Background: an optimization exercise with open tools, aiming at small area, a short achievable clock period and few clock cycles per item. Do not read the settings as production practice.
In this exercise RTL edits were held to simulation tests only and were not proved equivalent to the original.

==> flow/design.v, too long to show whole: its modules and the start of the top module <==
// module mult_fa: 9 lines
// module mult_ha: 8 lines
// module mult_tree: 1243 lines
// module mult_unit: 190 lines
// module mult_unit_top: 41 lines
module mult_unit_top (
    input  logic        clock,
    input  logic        reset,
    input  logic        issue_valid,
    output logic        issue_ready,
    input  logic [31:0] issue_source_1,
    input  logic [31:0] issue_source_2,
    input  logic [1:0]  issue_func,
    input  logic [5:0]  issue_dest_tag,
    input  logic [3:0]  issue_branch_mask,
    output logic        cdb_valid,
    input  logic        cdb_ready,
    output logic [31:0] cdb_result,
    output logic [5:0]  cdb_dest_tag,
    output logic [3:0]  cdb_branch_mask,
    input  logic [3:0]  squash_mask,
    input  logic [3:0]  clear_mask
);
  // ...
==> flow/flow/run.sh <==
#!/bin/bash
set -o pipefail
bash standard.sh SETUP_SLACK_MARGIN=5.4 "BUFFER_PORTS_ARGS=-buffer_cell sky130_fd_sc_hd__buf_2" finish > flow.log 2>&1
==> flow/standard.sh <==
#!/bin/bash
# synth_recipe.tcl (not shown) runs the flow's synth.tcl, then flattens the netlist and writes it again
# the make line also repeats each setting of config.mk as NAME=value (left out here)
make -C /OpenROAD-flow-scripts/flow DESIGN_CONFIG=/design/flow/config.mk WORK_HOME=/design/flow/orfs CLKGATE_MAP_FILE= SYNTH_SCRIPT=/design/flow/synth_recipe.tcl "${@:-finish}"
==> flow/config.mk <==
export PLATFORM = sky130hd
export DESIGN_NAME = mult_unit_top
export DESIGN_NICKNAME = mult_unit_top
export VERILOG_FILES = /design/flow/design.v
export SDC_FILE = /design/flow/constraint.sdc
export NUM_CORES = 4
export LEC_CHECK = 0
export ABC_CLOCK_PERIOD_IN_PS = 4500
export CAP_MARGIN = 20
export CORE_MARGIN = 2
export CORE_UTILIZATION = 65
export PLACE_DENSITY = 0.78
export SETUP_SLACK_MARGIN = 5.0
export SLEW_MARGIN = 20
==> flow/constraint.sdc <==
create_clock -name core_clock -period 10.0 [get_ports {clock}]
set_input_delay 2.0000 -clock core_clock [delete_from_list [all_inputs] [get_ports {clock}]]
set_output_delay 2.0000 -clock core_clock [all_outputs]
set_load 0.01 [all_outputs]
==> qor.csv, run 1 <==
metric;value;unit
num rows;81;
fin area;34800;um^2
Netlist cell types;68;
vias per cell;7.59;
fraction of area in clock buffers and inverters;2.67;%
io pins;132;
top cells by count, synth;365 x clkbuf_1, 335 x a221oi_1, 334 x a22o_1;
Die H;227;um
met3 Use GR;21.1;%
layout inverter count without the clock tree;248;
CP top delay family;compound AO/OA/AOI/OAI gates;
async set-reset flop share out of synthesis;0;%
commonest non-fill, non-tap cell in the layout;a22o_1;
Synth Warn #;1;
CP Max Fanout;4;
Compound-Gate Fraction of Synth Area;24.4;%
Tightest Hold Check Type;reg -> reg;
startpoint types;primary input;
dpl cells;3647;
hpwl dp;74900;um
fmax;0.211;GHz
Final Slew Violations;0;
Crit Path Class;in -> out;
endpoints failing hold;0;
final setup fails;0;
outcome;finished clean;
Testbench counts, summed over its fixed seeds: cycles 2,072, items 2,048.
==> module mult_unit, before the edit <==
module mult_unit (
    input  logic                      clock,
    input  logic                      reset,
    input  logic                      issue_valid,
    output logic                      issue_ready,
    input  rv_core_pkg::mult_issue_t  issue,
    output logic                      cdb_valid,
    input  logic                      cdb_ready,
    output rv_core_pkg::cdb_packet_t  cdb,
    input  rv_core_pkg::branch_mask_t squash_mask,
    input  rv_core_pkg::branch_mask_t clear_mask
);
    logic                      a_valid;
    logic [32:0]               a_x;         
    logic [34:1]               a_x3;        
    logic [10:0]               a_m1;        
    logic [10:0]               a_m2;        
    logic [10:0]               a_m3;
    logic [10:0]               a_m4;
    logic [10:0]               a_neg;       
    logic                      a_low;       
    rv_core_pkg::phys_reg_t    a_tag;
    rv_core_pkg::branch_mask_t a_mask;
    logic                      b_valid;
    logic [31:0]               b_sum;
    logic [31:0]               b_carry;
    logic [15:0]               b_gen;       
    logic [15:0]               b_prop;      
    rv_core_pkg::phys_reg_t    b_tag;
    rv_core_pkg::branch_mask_t b_mask;
    logic                      c_valid;
    logic [31:0]               c_result;
    rv_core_pkg::phys_reg_t    c_tag;
    rv_core_pkg::branch_mask_t c_mask;
    logic        stall;
    logic        c_killed;
    logic [31:0] result;
    logic        in_killed;
    logic        a_killed;
    logic        b_killed;
    logic        x_signed;
    logic        y_signed;
    logic [63:0] tree_s;
    logic [63:0] tree_c;
    logic [33:0] y;
    logic [32:0] x;
    logic [34:0] x3;
    logic [10:0] dig_m1;
    logic [10:0] dig_m2;
    logic [10:0] dig_m3;
    logic [10:0] dig_m4;
    logic [10:0] dig_neg;
    logic [15:0] low_gen;
    logic [15:0] low_prop;
    logic        low_carry;
    logic [31:0] bit_gen;
    logic [31:0] bit_prop;
    logic [6*32-1:0] tree_gen;    
    logic [6*32-1:0] tree_prop;
    logic [31:0] carry_in;
    assign in_killed = rv_core_pkg::branch_killed(issue.branch_mask, squash_mask);
    assign a_killed  = rv_core_pkg::branch_killed(a_mask, squash_mask);
    assign b_killed  = rv_core_pkg::branch_killed(b_mask, squash_mask);
    assign c_killed  = rv_core_pkg::branch_killed(c_mask, squash_mask);
    assign stall       = c_valid && !cdb_ready;
    assign issue_ready = !stall;
    assign x_signed = issue.func != rv_core_pkg::MULHU;
    assign y_signed = issue.func == rv_core_pkg::MUL || issue.func == rv_core_pkg::MULH;
    always_ff @(posedge clock) begin
        if (reset) begin
            a_valid <= 1'b0;
            b_valid <= 1'b0;
            c_valid <= 1'b0;
        end else if (!stall) begin
            a_valid <= issue_valid && !in_killed;
            b_valid <= a_valid && !a_killed;
            c_valid <= b_valid && !b_killed;
        end else begin
            a_valid <= a_valid && !a_killed;
            b_valid <= b_valid && !b_killed;
            c_valid <= c_valid && !c_killed;
        end
    end
    always_ff @(posedge clock) begin
        if (!stall) begin
            a_x    <= x;
            a_x3   <= x3[34:1];
            a_m1   <= dig_m1;
            a_m2   <= dig_m2;
            a_m3   <= dig_m3;
            a_m4   <= dig_m4;
            a_neg  <= dig_neg;
            a_low  <= issue.func == rv_core_pkg::MUL;
            a_tag  <= issue.dest_tag;
            a_mask <= rv_core_pkg::branch_cleared(issue.branch_mask, clear_mask);
        end else begin
            a_mask <= rv_core_pkg::branch_cleared(a_mask, clear_mask);
        end
    end
    assign y  = {y_signed && issue.source_2[31], issue.source_2, 1'b0};
    assign x  = {x_signed && issue.source_1[31], issue.source_1};
    assign x3 = {{2{x[32]}}, x} + {x[32], x, 1'b0};
    always_comb begin
        for (int j = 0; j < 11; j++) begin
            logic [2:0] v;
            logic       n;
            v = 3'(y[3*j+2]) * 3'd2 + 3'(y[3*j+1]) + 3'(y[3*j]);
            n = y[3*j+3];
            dig_m1[j]  = n ? v == 3'd3 : v == 3'd1;
            dig_m2[j]  = v == 3'd2;
            dig_m3[j]  = n ? v == 3'd1 : v == 3'd3;
            dig_m4[j]  = n ? v == 3'd0 : v == 3'd4;
            dig_neg[j] = n;
        end
    end
    mult_tree tree_i (
        .x (a_x),
        .t   ({a_x3, a_x[0]}),
        .m1  (a_m1),
        .m2  (a_m2),
        .m3  (a_m3),
        .m4  (a_m4),
        .neg (a_neg),
        .s (tree_s),
        .c (tree_c)
    );
    always_comb begin
        for (int k = 0; k < 16; k++) begin
            logic [1:0] g;
            logic [1:0] p;
            g = tree_s[2*k +: 2] & tree_c[2*k +: 2];
            p = tree_s[2*k +: 2] | tree_c[2*k +: 2];
            low_gen[k]  = g[1] | (p[1] & g[0]);
            low_prop[k] = &p;
        end
    end
    always_ff @(posedge clock) begin
        if (!stall) begin
            b_sum   <= a_low ? tree_s[31:0] : tree_s[63:32];
            b_carry <= a_low ? tree_c[31:0] : tree_c[63:32];
            b_gen   <= a_low ? 16'b0 : low_gen;
            b_prop  <= low_prop;
            b_tag   <= a_tag;
            b_mask  <= rv_core_pkg::branch_cleared(a_mask, clear_mask);
        end else begin
            b_mask  <= rv_core_pkg::branch_cleared(b_mask, clear_mask);
        end
    end
    always_comb begin
        low_carry = b_gen[0];
        for (int k = 1; k < 16; k++) begin
            low_carry = b_gen[k] | (b_prop[k] & low_carry);
        end
    end
    assign bit_gen  = b_sum & b_carry;
    assign bit_prop = b_sum ^ b_carry;
    assign tree_gen[31:0]  = bit_gen;
    assign tree_prop[31:0] = bit_prop;
    for (genvar l = 1; l < 6; l++) begin : ks_level_g
        for (genvar i = 0; i < 32; i++) begin : ks_bit_g
            if ((i >> (l - 1)) % 2 == 1) begin : join_g
                localparam int J = ((i >> (l - 1)) << (l - 1)) - 1;    
                assign tree_gen[32*l + i]  = tree_gen[32*(l-1) + i] |
                                             (tree_prop[32*(l-1) + i] & tree_gen[32*(l-1) + J]);
                assign tree_prop[32*l + i] = tree_prop[32*(l-1) + i] & tree_prop[32*(l-1) + J];
            end else begin : pass_g
                assign tree_gen[32*l + i]  = tree_gen[32*(l-1) + i];
                assign tree_prop[32*l + i] = tree_prop[32*(l-1) + i];
            end
        end
    end
    assign carry_in[0] = low_carry;
    for (genvar i = 1; i < 32; i++) begin : carry_g
        assign carry_in[i] = tree_gen[32*5 + i - 1] | (tree_prop[32*5 + i - 1] & low_carry);
    end
    assign result = bit_prop ^ carry_in;
    always_ff @(posedge clock) begin
        if (!stall) begin
            c_result <= result;
            c_tag    <= b_tag;
            c_mask   <= rv_core_pkg::branch_cleared(b_mask, clear_mask);
        end else begin
            c_mask   <= rv_core_pkg::branch_cleared(c_mask, clear_mask);
        end
    end
    assign cdb_valid       = c_valid && !c_killed;
    assign cdb.result      = c_result;
    assign cdb.dest_tag    = c_tag;
    assign cdb.branch_mask = rv_core_pkg::branch_cleared(c_mask, clear_mask);
endmodule
==> inputs of run 2 (changes only) <==
--- a/flow/design.v
+++ b/flow/design.v
@@ -1329,6 +1329,6 @@
     logic [31:0]               b_sum;
     logic [31:0]               b_carry;
-    logic [15:0]               b_gen;       
-    logic [15:0]               b_prop;      
+    logic [11:0]               b_gen;       
+    logic [11:1]               b_prop;      
     rv_core_pkg::phys_reg_t    b_tag;
     rv_core_pkg::branch_mask_t b_mask;
@@ -1355,6 +1355,6 @@
     logic [10:0] dig_m4;
     logic [10:0] dig_neg;
-    logic [15:0] low_gen;
-    logic [15:0] low_prop;
+    logic [11:0] low_gen;
+    logic [11:1] low_prop;
     logic        low_carry;
     logic [31:0] bit_gen;
@@ -1430,9 +1430,19 @@
     );
     always_comb begin
-        for (int k = 0; k < 16; k++) begin
+        for (int k = 0; k < 4; k++) begin
+            logic [3:0] g;
+            logic [3:0] p;
+            g = tree_s[4*k +: 4] & tree_c[4*k +: 4];
+            p = tree_s[4*k +: 4] | tree_c[4*k +: 4];
+            low_gen[k] = (g[3] | (p[3] & g[2])) | ((p[3] & p[2]) & (g[1] | (p[1] & g[0])));
+            if (k > 0) begin
+                low_prop[k] = &p;
+            end
+        end
+        for (int k = 4; k < 12; k++) begin
             logic [1:0] g;
             logic [1:0] p;
-            g = tree_s[2*k +: 2] & tree_c[2*k +: 2];
-            p = tree_s[2*k +: 2] | tree_c[2*k +: 2];
+            g = tree_s[2*k+8 +: 2] & tree_c[2*k+8 +: 2];
+            p = tree_s[2*k+8 +: 2] | tree_c[2*k+8 +: 2];
             low_gen[k]  = g[1] | (p[1] & g[0]);
             low_prop[k] = &p;
@@ -1443,5 +1453,5 @@
             b_sum   <= a_low ? tree_s[31:0] : tree_s[63:32];
             b_carry <= a_low ? tree_c[31:0] : tree_c[63:32];
-            b_gen   <= a_low ? 16'b0 : low_gen;
+            b_gen   <= a_low ? 12'b0 : low_gen;
             b_prop  <= low_prop;
             b_tag   <= a_tag;
@@ -1453,5 +1463,5 @@
     always_comb begin
         low_carry = b_gen[0];
-        for (int k = 1; k < 16; k++) begin
+        for (int k = 1; k < 12; k++) begin
             low_carry = b_gen[k] | (b_prop[k] & low_carry);
         end
==> run 2 against run 1 <==
  * Register-to-register slack is essentially flat
  * Count of clock-buffer cells in the layout shrank 6
  * Die area shrank 0.92%
  * Area after synthesis shrank 0.94%
  * Design area shrank 1.7%
  * Global-route usage shrank 3.3 points
  * Highest routed layer unchanged
==> qor.csv, run 2 <==
metric;value;unit;change
Worst Skew;15.8;ps;was 24.2 ps
R2R setup slack;5400;ps;about the same
min-delay src;unit_i.b_tag[3]$_DFFE_PN_;;was unit_i.b_tag[5]$_DFFE_PN_
CTS buffer count;29;;unchanged
CP Max Fanout;2;;was 4
outcome;finished clean;;unchanged
post-cts hold buffer count;0;;unchanged
hpwl dp;70900;um;was 74,900 um
Synth area leader;edfxtp_1;;unchanged
nets;3531;;was 3,578
grt ovf;0;;unchanged
synthesized area per cell;10.3;um^2;was 10.2 um^2
Die H;226;um;was 227 um
Netlist cell types;73;;was 68
first-pass GRT wire length;164000;um;was 176,000 um
Die ar.;50900;um^2;was 51,300 um^2
CTS max path bufs;3;;unchanged
synthesized cell area;31900;um^2;was 32,200 um^2
vias in the first global route;26900;;was 27,800
RSZ-0062 raised after global routing;true;;unchanged
final setup fails;0;;unchanged
Final Worst Setup Slack;5140;ps;was 5260 ps
CTS tree;yes;;unchanged
max reg flops;34;;unchanged
clk sinks;274;;was 282
root buffer cell;clkbuf_16;;unchanged
fmax;0.206;GHz;was 0.211 GHz
num rows;81;;unchanged
R2R Path Start;unit_i.a_x3[27]$_DFFE_PN_;;was unit_i.a_x3[17]$_DFFE_PN_
post-placement setup slack;4940;ps;was 4870 ps
max_cap viols;0;;unchanged
async set-reset flop share out of synthesis;0;%;unchanged
Worst-Margin Slew;1010;ps;was 1260 ps
multi-input logic area;21600;um^2;was 21,700 um^2
DR WL/cell;30.6;um;was 32.1 um
share of cells above drive strength 1;12.2;%;was 12.7%
reg2reg end;unit_i.b_gen[11]$_SDFFCE_PP0N_;;was unit_i.b_carry[4]$_DFFE_PN_
Synth top area share;24.4;%;was 24.9%
Tightest Hold Check Type;reg -> reg;;unchanged
cell chain of the critical path;buf_8, a22o_1, a221oi_2, and2_1, buf_2;;was buf_6, a222oi_1, and3_1, buf_2
WL final;112000;um;was 120,000 um
Synth Warn #;1;;unchanged
H-tree depth;1;;unchanged
number of port buffers;131;;unchanged
CP max stage cell;a221oi_2;;was a222oi_1
CP Capture Type;output port;;unchanged
most area-consuming cells after synthesis;edfxtp_1 24%, fa_1 18%, a221oi_1 9.3%, a22o_1 9.3%, xor2_1 7.5%;;was edfxtp_1 25%, fa_1 18%, a221oi_1 9.1%, a22o_1 9.1%, xor2_1 7.4%
Worst Hold Path EP;unit_i.c_tag[3]$_DFFE_PN_;;was unit_i.c_tag[5]$_DFFE_PN_
R2R cell count;13;;was 8
Seq cells post-synth;274;;was 282
Area Growth Syn to Fin;7.35;%;was 8.14%
Seq. cell area;8080;um^2;was 8320 um^2
max incr delay on CP;210;ps;was 280 ps
routability cong.;0.969;;was 1.02
most common cell in the synthesized netlist;clkbuf_1;;unchanged
CP required;8000;ps;about the same
CP bufs+invs;2;;unchanged
Vias;27400;;was 28,400
vias per cell;7.51;;was 7.59
clock slew at reported path FFs;60;ps;about the same
DRC;0;;unchanged
most frequent cells in the layout;338 x a22o_1, 323 x a221oi_1, 285 x fa_1;;was 334 x a22o_1, 311 x a221oi_1, 276 x fa_1
Post-DRT Antenna Nets;0;;unchanged
initial antenna violation count;4;;was 7
startpoint types;primary input;;unchanged
top cells by count, synth;362 x clkbuf_1, 339 x a221oi_1, 338 x a22o_1;;was 365 x clkbuf_1, 335 x a221oi_1, 334 x a22o_1
final critical-path share of the clock period;48.6;%;was 47.4%
register bank with the most flops;unit_i.a_x3;;unchanged
largest net degree at the start of global routing;78;;was 82
io pins;132;;unchanged
Final Slew Violations;0;;unchanged
Post-Syn Nets;3626;;was 3,671
Placeable Area;48600;um^2;was 49,000 um^2
Rel. slew slack;32.7;%;was 16.2%
Top FF cell, synth;edfxtp_1;;unchanged
fillers;3576;;was 3,623
Initial DRC Count;4732;;was 5,425
width of the die;226;um;was 227 um
clock latency (worst-skew pair);580;ps;was 600 ps
commonest non-fill, non-tap cell in the layout;a22o_1;;unchanged
Crit Path Class;in -> out;;unchanged
gr usage total;43.1;%;was 46.3%
EDFF count, synth;259;;was 267
CP top delay family;compound AO/OA/AOI/OAI gates;;unchanged
Worst EP arrival;2860;ps;was 2740 ps
sequential element share of the synthesized area;25.3;%;was 25.8%
Setup TNS Final;0;ps;unchanged
Hold Crit Depth;0;;unchanged
Initial Util;65.6;%;was 65.8%
DR pass1 iterations;8;;was 9
cell count after synthesis;3105;;was 3,150
endpoints failing hold;0;;unchanged
Final Critical Period;4860;ps;was 4740 ps
[run 2: cell types whose count changed in the layout (fill, tap and decap cells not counted), moves of 12 or more]
cell | before | now
a21o_1 | 12 | 26
a221oi_1 | 311 | 323
nor2_1 | 66 | 50
o21ai_0 | 73 | 60
[run 2: layer usage]
layer | global-route usage [%] | share of wire, % | vias up | wire length [um]
met1 | 54.0 | 34 | 13200 | 38300
li1 | - | - | 11300 | -
met3 | 14.5 | 15 | 684 | 16600
met4 | 25.1 | 7.6 | 8 | 8520
met2 | 65.0 | 43 | 2318 | 48100
met5 | 0.880 | 0.10 | - | 112
[run 2: area by class of cell]
class	instances	share of cell area (%)
flip-flops and latches	274	23.6
diodes	1	0.00731
multi-input cells	2194	63.0
well taps	622	2.27
repair buffers	268	5.75
repair inverters	3	0.113
inverters	240	2.71
clock inverters	16	0.362
clock buffers	35	2.18
[run 2: worst max-delay path by stage]
| stage | depth (start not counted) | end | start |
|---|---|---|---|
| detailed placement | 5 | issue_ready | cdb_ready |
| global route | 5 | cdb_valid | squash_mask[0] |
| finish | 5 | cdb_valid | squash_mask[0] |
| CTS | 5 | cdb_valid | squash_mask[0] |
| floorplan | 4 | issue_ready | cdb_ready |
| global placement | 5 | issue_ready | cdb_ready |
[run 2: timing repair]
| item | 4_1_cts | 5_1_grt |
|---|---|---|
| resized for setup | 23 | 62 |
| buffers inserted | 13 | 19 |
| pin swaps | 4 | 7 |
| cloned | 1 | 7 |
| endpoints found under the setup margin | 8 | 28 |
[run 2: cell families after synthesis]
logic type      count (synthesis)  share of synthesized area [%]
flops                         274                           25.3
xor+xnor                      453                           12.4
mux                            37                           1.22
compound gates                977                           25.2
buf+inv                       637                           7.49
simple gates                  291                           4.47
fa+ha+maj                     436                           23.9
[run 2: through the flow]
stage	instance area, um^2	hold WS (ps)	cells	util (%)
3_5_place_dp	32600	406	3561	67.0
5_1_grt	34200	423	3652	70.4
6_report	34200	419	3653	70.4
2_1_floorplan	31900	400	3105	-
4_1_cts	33700	420	3626	69.3
3_3_place_gp	32600	400	3561	67.0
Testbench counts of run 2, summed over its fixed seeds: cycles 2,072, items 2,048.
==> inputs of run 3 (changes only) <==
==> flow/flow/run.sh (replaced) <==
#!/bin/bash
set -o pipefail
bash standard.sh SETUP_SLACK_MARGIN=5.25 "BUFFER_PORTS_ARGS=-buffer_cell sky130_fd_sc_hd__buf_2" finish > flow.log 2>&1
==> run 3 against run 2 <==
  * Design area is 1.2% lower
  * Utilization is 0.85 points lower
==> qor.csv, run 3 <==
metric;value;unit;change
EDFF count, synth;259;;unchanged
Die ar.;50900;um^2;unchanged
CP required;8000;ps;about the same
fin cells;3621;;was 3,653
Synth area leader;edfxtp_1;;unchanged
most area-consuming cells after synthesis;edfxtp_1 24%, fa_1 18%, a221oi_1 9.3%, a22o_1 9.3%, xor2_1 7.5%;;unchanged
largest net degree at the start of global routing;72;;was 78
H-tree depth;1;;unchanged
vias in the first global route;27400;;was 26,900
startpoint types;primary input;;unchanged
gr usage total;43.4;%;was 43.1%
Worst-Margin Slew;1070;ps;was 1010 ps
CP Max Fanout;2;;unchanged
Synth Warn #;1;;unchanged
final critical-path share of the clock period;47.7;%;was 48.6%
routability cong.;1.01;;was 0.969
Netlist cell types;73;;unchanged
CP Capture Type;output port;;unchanged
register bank with the most flops;unit_i.a_x3;;unchanged
CTS tree;yes;;unchanged
clk sinks;274;;unchanged
max incr delay on CP;210;ps;about the same
Seq cells post-synth;274;;unchanged
initial antenna violation count;7;;was 4
fmax;0.209;GHz;was 0.206 GHz
grt ovf;0;;unchanged
final setup fails;0;;unchanged
number of port buffers;131;;unchanged
Post-DRT Antenna Nets;0;;unchanged
async set-reset flop share out of synthesis;0;%;unchanged
dpl cells;3560;;was 3,561
clock latency (worst-skew pair);580;ps;about the same
Rel. slew slack;28.3;%;was 32.7%
RSZ-0062 raised after global routing;true;;unchanged
synthesized cell area;31900;um^2;unchanged
Initial DRC Count;4175;;was 4,732
Worst Skew;18.5;ps;was 15.8 ps
nets;3498;;was 3,531
num rows;81;;unchanged
hpwl dp;69900;um;was 70,900 um
Post-DP Area;32600;um^2;about the same
Area Growth Syn to Fin;6.05;%;was 7.35%
Crit Path Class;in -> out;;unchanged
Placeable Area;48600;um^2;unchanged
Setup TNS Final;0;ps;unchanged
commonest non-fill, non-tap cell in the layout;a22o_1;;unchanged
width of the die;226;um;unchanged
cell chain of the critical path;buf_6, a22o_1, a221oi_2, and2_1, buf_2;;was buf_8, a22o_1, a221oi_2, and2_1, buf_2
max reg flops;34;;unchanged
root buffer cell;clkbuf_16;;unchanged
Die H;226;um;unchanged
CTS buffer count;28;;was 29
cell count after synthesis;3105;;unchanged
WL final;110000;um;was 112,000 um
share of cells above drive strength 1;11.1;%;was 12.2%
Tightest Hold Check Type;reg -> reg;;unchanged
Top FF cell, synth;edfxtp_1;;unchanged
Final Slew Violations;0;;unchanged
DR pass1 iterations;8;;unchanged
sequential element share of the synthesized area;25.3;%;unchanged
Synth top area share;24.4;%;unchanged
top cells by count, synth;362 x clkbuf_1, 339 x a221oi_1, 338 x a22o_1;;unchanged
most frequent cells in the layout;338 x a22o_1, 330 x a221oi_1, 287 x fa_1;;was 338 x a22o_1, 323 x a221oi_1, 285 x fa_1
endpoints failing hold;0;;unchanged
outcome;finished clean;;unchanged
clock slew at reported path FFs;60;ps;about the same
DR WL/cell;30.4;um;was 30.6 um
Vias;27500;;was 27,400
Worst EP arrival;2770;ps;was 2860 ps
most common cell in the synthesized netlist;clkbuf_1;;unchanged
Post-Syn Nets;3626;;unchanged
first-pass GRT wire length;166000;um;was 164,000 um
io pins;132;;unchanged
CTS max path bufs;3;;unchanged
max_cap viols;0;;unchanged
vias per cell;7.61;;was 7.51
CP max stage cell;a22o_1;;was a221oi_2
Final Critical Period;4770;ps;was 4860 ps
DRC;0;;unchanged
fin area;33800;um^2;was 34,200 um^2
synthesized area per cell;10.3;um^2;unchanged
Initial Util;65.6;%;unchanged
## run 3: timing repair
| action | in CTS | in global routing |
|---|---|---|
| endpoints found under the setup margin | 3 | 12 |
| buffers inserted | 4 | 3 |
| pin swaps | 2 | 2 |
| gates resized for setup | 11 | 31 |
| gates cloned | 1 | 1 |
| hold endpoints to repair | 0 | 0 |
| hold buffers | 0 | 0 |
## run 3: area by class of cell
class | count | area, um^2
repair buffers | 237 | 1560
clock inverters | 18 | 213
fillers | 3667 | 14800
multi-input cells | 2194 | 21500
well taps | 622 | 778
clock buffers | 33 | 741
inverters | 240 | 927
flip-flops and latches | 274 | 8080
repair inverters | 2 | 27.5
diodes | 1 | 2.50
## run 3: through the flow
step	worst slack [ps]	util [%]	hold slack, ps
6_report	5230	69.5	419
5_1_grt	5160	69.5	428
4_1_cts	5240	69.2	419
3_5_place_dp	4370	67.0	405
3_3_place_gp	3830	67.0	402
2_1_floorplan	4990	-	400
## run 3: worst max-delay path: cells and delay by family
kind	cells	cell delay, ps
compound gates	2	410
simple gates	1	150
buf+inv	2	210
## run 3: cell families after synthesis
kind of cell             synth area share [%]
buffers and inverters                    7.49
adder cells (fa/ha/maj)                  23.9
AO/OA/AOI/OAI                            25.2
flip-flops                               25.3
XOR/XNOR                                 12.4
multiplexers                             1.22
AND/OR/NAND/NOR                          4.47
## run 3: path summary, 6_finish.rpt
| kind | from | to | slack [ps] | cells past startpoint |
|---|---|---|---|---|
| max reg2reg | unit_i.a_m2[7]$_DFFE_PN_ | unit_i.b_carry[5]$_DFFE_PN_ | 5300 | 10 |
| max | squash_mask[0] | cdb_valid | 5230 | 5 |
| min | unit_i.a_tag[2]$_DFFE_PN_ | unit_i.b_tag[2]$_DFFE_PN_ | 420 | 0 |
| min reg2reg | unit_i.a_tag[2]$_DFFE_PN_ | unit_i.b_tag[2]$_DFFE_PN_ | 420 | 0 |
## run 3: metal layers
layer,share of wire [%],up-vias,global-route usage [%]
met3,15,697,16.5
met1,34,13300,53.0
met4,8.0,10,27.4
met5,0.053,-,0.684
li1,-,11200,-
met2,43,2385,64.7
==> inputs of run 4 (changes only) <==
--- a/flow/config.mk
+++ b/flow/config.mk
@@ -9,6 +9,6 @@
 export CAP_MARGIN = 20
 export CORE_MARGIN = 2
-export CORE_UTILIZATION = 65
-export PLACE_DENSITY = 0.78
+export CORE_UTILIZATION = 70
+export PLACE_DENSITY = 0.8
 export SETUP_SLACK_MARGIN = 5.0
 export SLEW_MARGIN = 20
==> run 4 against run 3 <==
  * Critical endpoint unchanged
  * Sequential share of layout area rose by 0.061 points
  * Cell count decreased by 0.55%
  * First-iteration DRC count up 8.0%
==> qor.csv, run 4 <==
metric;value;unit;change
outcome;finished clean;;unchanged
startpoint types;primary input;;unchanged
Seq cells post-synth;274;;unchanged
max_cap viols;0;;unchanged
commonest non-fill, non-tap cell in the layout;a22o_1;;unchanged
Placeable Area;45200;um^2;was 48,600 um^2
CP bufs+invs;2;;unchanged
Post-Syn Nets;3626;;unchanged
num rows;78;;was 81
most common cell in the synthesized netlist;clkbuf_1;;unchanged
fmax;0.205;GHz;was 0.209 GHz
R2R setup slack;5340;ps;was 5300 ps
Critical Path Stages;5;;unchanged
Initial Util;70.6;%;was 65.6%
CP Capture Type;output port;;unchanged
sequential element share of the synthesized area;25.3;%;unchanged
clock latency (worst-skew pair);580;ps;about the same
Netlist cell types;73;;unchanged
WL final;112000;um;was 110,000 um
final setup fails;0;;unchanged
CP Max Fanout;2;;unchanged
CP max stage cell;a221oi_2;;was a22o_1
vias in the first global route;27700;;was 27,400
initial antenna violation count;5;;was 7
CTS tree;yes;;unchanged
max reg flops;34;;unchanged
reg2reg end;unit_i.b_carry[9]$_DFFE_PN_;;was unit_i.b_carry[5]$_DFFE_PN_
most area-consuming cells after synthesis;edfxtp_1 24%, fa_1 18%, a221oi_1 9.3%, a22o_1 9.3%, xor2_1 7.5%;;unchanged
Rel. slew slack;30.9;%;was 28.3%
Tightest Hold Check Type;reg -> reg;;unchanged
share of cells above drive strength 1;11.1;%;about the same
fin cells;3601;;was 3,621
Initial DRC Count;4511;;was 4,175
Synth area leader;edfxtp_1;;unchanged
nets;3504;;was 3,498
Worst EP arrival;2870;ps;was 2770 ps
clk sinks;274;;unchanged
root buffer cell;clkbuf_16;;unchanged
R2R cell count;10;;unchanged
Seq. cell area;8080;um^2;unchanged
DR WL/cell;31.1;um;was 30.4 um
CTS buffer count;27;;was 28
Synth Warn #;1;;unchanged
CP top delay family;compound AO/OA/AOI/OAI gates;;unchanged
hpwl dp;71200;um;was 69,900 um
DRC;0;;unchanged
Crit Path Class;in -> out;;unchanged
post-placement setup slack;4770;ps;was 4370 ps
async set-reset flop share out of synthesis;0;%;unchanged
Die ar.;47300;um^2;was 50,900 um^2
Vias;27800;;was 27,500
fin area;33700;um^2;was 33,800 um^2
grt ovf;0;;unchanged
CTS max path bufs;3;;unchanged
first-pass GRT wire length;167000;um;was 166,000 um
R2R Path Start;unit_i.a_x3[28]$_DFFE_PN_;;was unit_i.a_m2[7]$_DFFE_PN_
synthesized cell area;31900;um^2;unchanged
cell count after synthesis;3105;;unchanged
Final Worst Setup Slack;5130;ps;was 5230 ps
vias per cell;7.72;;was 7.61
clock slew at reported path FFs;60;ps;about the same
Worst Skew;16.4;ps;was 18.5 ps
Area Growth Syn to Fin;5.78;%;was 6.05%
width of the die;217;um;was 226 um
hold slack;419;ps;about the same
Worst-Margin Slew;1040;ps;was 1070 ps
Worst Setup SP;squash_mask[0];;unchanged
min-delay src;unit_i.a_tag[0]$_DFFE_PN_;;was unit_i.a_tag[2]$_DFFE_PN_
CP required;8000;ps;about the same
EDFF count, synth;259;;unchanged
Die H;217;um;was 226 um
Top FF cell, synth;edfxtp_1;;unchanged
Post-DP Area;32600;um^2;about the same
register bank with the most flops;unit_i.a_x3;;unchanged
dpl cells;3536;;was 3,560
Final Critical Period;4870;ps;was 4770 ps
DR pass1 iterations;11;;was 8
io pins;132;;unchanged
Setup TNS Final;0;ps;unchanged
top cells by count, synth;362 x clkbuf_1, 339 x a221oi_1, 338 x a22o_1;;unchanged
routability cong.;1.04;;was 1.01
max incr delay on CP;260;ps;was 210 ps
Final Slew Violations;0;;unchanged
largest net degree at the start of global routing;85;;was 72
cell chain of the critical path;buf_8, a22o_1, a221oi_2, and2_1, buf_2;;was buf_6, a22o_1, a221oi_2, and2_1, buf_2
fillers;3088;;was 3,667
Synth top area share;24.4;%;unchanged
Post-DRT Antenna Nets;0;;unchanged
final critical-path share of the clock period;48.7;%;was 47.7%
number of port buffers;131;;unchanged
synthesized area per cell;10.3;um^2;unchanged
most frequent cells in the layout;338 x a22o_1, 328 x a221oi_1, 288 x fa_1;;was 338 x a22o_1, 330 x a221oi_1, 287 x fa_1
gr usage total;46.8;%;was 43.4%
multi-input logic area;21500;um^2;about the same
endpoints failing hold;0;;unchanged
Worst Setup EP;cdb_valid;;unchanged
H-tree depth;1;;unchanged
RSZ-0062 raised after global routing;true;;unchanged
[run 4: worst min path at each step]
stage	slack [ps]	cells past startpoint	endpoint
after detailed placement	400	0	unit_i.b_tag[0]$_DFFE_PN_
after CTS	420	0	unit_i.b_tag[0]$_DFFE_PN_
after global placement	400	0	unit_i.b_tag[2]$_DFFE_PN_
after global routing	430	0	unit_i.b_tag[0]$_DFFE_PN_
after floorplan	400	0	unit_i.b_tag[0]$_DFFE_PN_
final	420	0	unit_i.b_tag[0]$_DFFE_PN_
[run 4: per-layer routing]
layer	share of wire, %	global-route usage [%]	vias up	wire length, um
met2	43	70.8	2560	48800
li1	-	-	11200	-
met3	15	17.2	744	17300
met1	33	57.3	13300	37400
met4	7.6	27.7	8	8560
met5	0.086	0.729	-	97
[run 4: per-stage QoR]
step	util [%]
2_1_floorplan	-
3_3_place_gp	72.1
3_5_place_dp	72.1
4_1_cts	74.2
5_1_grt	74.7
6_report	74.7
[run 4: kinds of logic after synthesis]
family,after synthesis,share of synthesized area (%)
compound gates,977,25.2
xor+xnor,453,12.4
fa+ha+maj,436,23.9
buf+inv,637,7.49
flops,274,25.3
mux,37,1.22
simple gates,291,4.47
[run 4: worst register-to-register path, cell delays in order, from the launching register on]
cell and delay, ps:
edfxtp_1 720, a22o_1 330, a221oi_1 260, xnor2_1 150, fa_1 580, inv_1 60, fa_1 600, fa_1 490
fa_1 500, fa_1 580, mux2i_1 100
[run 4: timing repair]
| action | in CTS | in global routing |
|---|---|---|
| resized for setup | 9 | 35 |
| pin swaps | 2 | 6 |
| setup buffers | 13 | 2 |
| cloned | 2 | 1 |
| hold buffers | 0 | 0 |
| endpoints found under the setup margin | 3 | 14 |
[run 4: cell type report]
| cell class | count | area share, % |
|---|---|---|
| timing repair buffer | 244 | 4.83 |
| inverter | 240 | 2.75 |
| tap | 600 | 2.22 |
| clock inverter | 13 | 0.334 |
| multi-input combinational | 2194 | 63.8 |
| clock buffer | 32 | 2.06 |
| timing repair inverter | 2 | 0.0964 |
| antenna | 2 | 0.0148 |
| sequential | 274 | 23.9 |
==> inputs of run 5 (changes only) <==
==> flow/flow/run.sh (replaced) <==
#!/bin/bash
set -o pipefail
bash standard.sh SETUP_SLACK_MARGIN=5.15 "BUFFER_PORTS_ARGS=-buffer_cell sky130_fd_sc_hd__buf_2" finish > flow.log 2>&1
--- a/flow/config.mk
+++ b/flow/config.mk
@@ -9,6 +9,6 @@
 export CAP_MARGIN = 20
 export CORE_MARGIN = 2
-export CORE_UTILIZATION = 70
-export PLACE_DENSITY = 0.8
+export CORE_UTILIZATION = 65
+export PLACE_DENSITY = 0.78
 export SETUP_SLACK_MARGIN = 5.0
 export SLEW_MARGIN = 20
==> run 5 against run 4 <==
  * Register-to-register slack got worse by 70 ps
  * Area after synthesis unchanged
  * Critical path depth unchanged
  * Via count decreased by 1.5%
  * Count of clock-buffer cells in the layout increased by 1
  * Synthesized cell count unchanged
  * Non-clock buffer count decreased by 11
  * Utilization decreased by 5.4 points
==> qor.csv, run 5 <==
metric;value;unit;change
hpwl dp;69900;um;was 71,200 um
R2R cell count;14;;was 10
root buffer cell;clkbuf_16;;unchanged
io pins;132;;unchanged
clk sinks;274;;unchanged
Tightest Hold Check Type;reg -> reg;;unchanged
Final Slew Violations;0;;unchanged
Netlist cell types;73;;unchanged
CP Max Fanout;4;;was 2
num rows;81;;was 78
nets;3493;;was 3,504
Worst Skew;17.2;ps;was 16.4 ps
commonest non-fill, non-tap cell in the layout;a22o_1;;unchanged
synthesized area per cell;10.3;um^2;unchanged
Setup TNS Final;0;ps;unchanged
cell count after synthesis;3105;;unchanged
CTS buffer count;28;;was 27
startpoint types;primary input;;unchanged
Placeable Area;48600;um^2;was 45,200 um^2
most area-consuming cells after synthesis;edfxtp_1 24%, fa_1 18%, a221oi_1 9.3%, a22o_1 9.3%, xor2_1 7.5%;;unchanged
vias per cell;7.57;;was 7.72
sequential element share of the synthesized area;25.3;%;unchanged
Post-Syn Nets;3626;;unchanged
register bank with the most flops;unit_i.a_x3;;unchanged
routability cong.;1.01;;was 1.04
CTS tree;yes;;unchanged
Vias;27400;;was 27,800
largest net degree at the start of global routing;72;;was 85
Crit Path Class;in -> out;;unchanged
Seq cells post-synth;274;;unchanged
Synth top area share;24.4;%;unchanged
clock latency (worst-skew pair);580;ps;about the same
DR pass1 iterations;27;;was 11
min-delay src;unit_i.a_tag[2]$_DFFE_PN_;;was unit_i.a_tag[0]$_DFFE_PN_
gr usage total;43.3;%;was 46.8%
DRC;0;;unchanged
most frequent cells in the layout;338 x a22o_1, 334 x a221oi_1, 289 x fa_1;;was 338 x a22o_1, 328 x a221oi_1, 288 x fa_1
initial antenna violation count;6;;was 5
CTS max path bufs;3;;unchanged
dpl cells;3560;;was 3,536
Worst Setup EP;cdb_valid;;unchanged
Final Critical Period;4780;ps;was 4870 ps
synthesized cell area;31900;um^2;unchanged
async set-reset flop share out of synthesis;0;%;unchanged
Synth Warn #;1;;unchanged
fin cells;3617;;was 3,601
CP required;8000;ps;about the same
R2R setup slack;5270;ps;was 5340 ps
R2R Path Start;unit_i.a_m2[2]$_DFFE_PN_;;was unit_i.a_x3[28]$_DFFE_PN_
clock slew at reported path FFs;60;ps;about the same
RSZ-0062 raised after global routing;true;;unchanged
H-tree depth;1;;unchanged
max reg flops;34;;unchanged
Worst EP arrival;2780;ps;was 2870 ps
vias in the first global route;27400;;was 27,700
EDFF count, synth;259;;unchanged
Top FF cell, synth;edfxtp_1;;unchanged
final setup fails;0;;unchanged
first-pass GRT wire length;166000;um;was 167,000 um
Rel. slew slack;25.4;%;was 30.9%
CP Capture Type;output port;;unchanged
hold slack;419;ps;about the same
reg2reg end;unit_i.b_gen[11]$_SDFFCE_PP0N_;;was unit_i.b_carry[9]$_DFFE_PN_
final critical-path share of the clock period;47.8;%;was 48.7%
width of the die;226;um;was 217 um
DR WL/cell;30.3;um;was 31.1 um
grt ovf;0;;unchanged
fillers;3686;;was 3,088
Die H;226;um;was 217 um
endpoints failing hold;0;;unchanged
top cells by count, synth;362 x clkbuf_1, 339 x a221oi_1, 338 x a22o_1;;unchanged
outcome;finished clean;;unchanged
max_cap viols;0;;unchanged
fmax;0.209;GHz;was 0.205 GHz
Die ar.;50900;um^2;was 47,300 um^2
Initial Util;65.6;%;was 70.6%
Synth area leader;edfxtp_1;;unchanged
Initial DRC Count;4180;;was 4,511
Post-DRT Antenna Nets;0;;unchanged
Worst Setup SP;squash_mask[1];;was squash_mask[0]
most common cell in the synthesized netlist;clkbuf_1;;unchanged
WL final;110000;um;was 112,000 um
Area Growth Syn to Fin;5.62;%;was 5.78%
post-cts hold buffer count;0;;unchanged
share of cells above drive strength 1;10.8;%;was 11.1%
Worst-Margin Slew;1120;ps;was 1040 ps
number of port buffers;131;;unchanged
==> run 5: cell counts after synthesis <==
Identical to the previous run, type by type.
==> run 5: repair_timing <==
action                     4_1_cts  5_1_grt
pin swaps                        0        2
hold endpoints to repair         0        0
gates resized for setup          3       14
setup endpoints to repair        2        4
buffers inserted                 3        0
gates cloned                     1        0
==> run 5: cells by family after synthesis <==
| logic type | after synthesis | share of synthesized area (%) |
|---|---|---|
| AO/OA/AOI/OAI | 977 | 25.2 |
| multiplexers | 37 | 1.22 |
| XOR/XNOR | 453 | 12.4 |
| adder cells (fa/ha/maj) | 436 | 23.9 |
| flip-flops | 274 | 25.3 |
| buffers and inverters | 637 | 7.49 |
| AND/OR/NAND/NOR | 291 | 4.47 |
==> run 5: final cells by class <==
type                            instances  area, um^2  area share, %
Antenna cell                            2        5.00         0.0149
Clock buffer                           33         741           2.20
Tap cell                              622         778           2.31
Inverter                              240         927           2.75
Timing Repair Buffer                  233        1460           4.34
Clock inverter                         18         213          0.631
Timing Repair inverter                  1        16.3         0.0483
Sequential cell                       274        8080           24.0
Multi-Input combinational cell       2194       21500           63.7
==> run 5: through the flow <==
stage	utilization, %	area, um^2	setup WS (ps)
finish	69.3	33700	5220
global placement	67.0	32600	3830
floorplan	-	31900	4990
detailed placement	67.0	32600	4370
global route	69.3	33700	5090
CTS	69.1	33600	5190
==> run 5: routing by layer <==
| layer | up-vias | GRT usage [%] | wire length (um) | share of wire [%] |
|---|---|---|---|---|
| met5 | - | 0.196 | 46 | 0.042 |
| met4 | 8 | 27.0 | 8630 | 7.9 |
| met2 | 2342 | 64.9 | 47300 | 43 |
| met3 | 723 | 16.0 | 16100 | 15 |
| li1 | 11200 | - | - | - |
| met1 | 13100 | 52.9 | 37500 | 34 |
==> run 5: critical path: stages <==
cell and delay, ps:
buf_2 120, a22o_1 180, a221oi_2 200, and2_1 150
buf_2 120
==> run 5: worst min path at each step <==
stage / endpoint / slack [ps] / depth (start not counted)
floorplan: unit_i.b_tag[0]$_DFFE_PN_ / 400 / 0
global placement: unit_i.b_tag[0]$_DFFE_PN_ / 400 / 0
detailed placement: unit_i.b_tag[2]$_DFFE_PN_ / 400 / 0
CTS: unit_i.b_tag[2]$_DFFE_PN_ / 420 / 0
global route: unit_i.b_tag[1]$_DFFE_PN_ / 430 / 0
finish: unit_i.b_tag[2]$_DFFE_PN_ / 420 / 0

separate check: timing with driven ports:
The flow's constraints put no driver on any port. The routed layouts listed below were extracted and timed again, unchanged, in two steps.
Step 1, drivers: a clkbuf_16 drives clock and a buf_2 each remaining input, both assumed.
Step 2 moves the port delays by t, midway between the first and last clock arrival at a register: inputs arrive t later, outputs are due t later. That takes back most of the time a late clock gives input paths.
Slacks: no drivers / after step 1 / after step 2; pairs: no drivers / after step 1.
| run | shift t [ns] | setup slack, ns | worst register clock-pin slew, ns | worst data-port slew with drivers (ns) | pins driven straight from the clock port |
|---|---|---|---|---|---|
| run 1 | 0.650 | 5.265 / 5.226 / 5.126 | 0.06 / 0.06 | 0.05 | 1 |
| run 2 | 0.643 | 5.138 / 5.085 / 4.938 | 0.06 / 0.06 | 0.07 | 1 |
| run 3 | 0.626 | 5.227 / 5.192 / 4.854 | 0.07 / 0.07 | 0.05 | 1 |
| run 4 | 0.632 | 5.132 / 5.093 / 4.982 | 0.07 / 0.07 | 0.05 | 1 |
| run 5 | 0.626 | 5.217 / 5.187 / 4.834 | 0.07 / 0.07 | 0.05 | 1 |
After both steps every run listed still meets setup and hold. The setup slack of run 5, which loses most, moves by -0.030 ns with the drivers and by -0.383 ns with both steps.
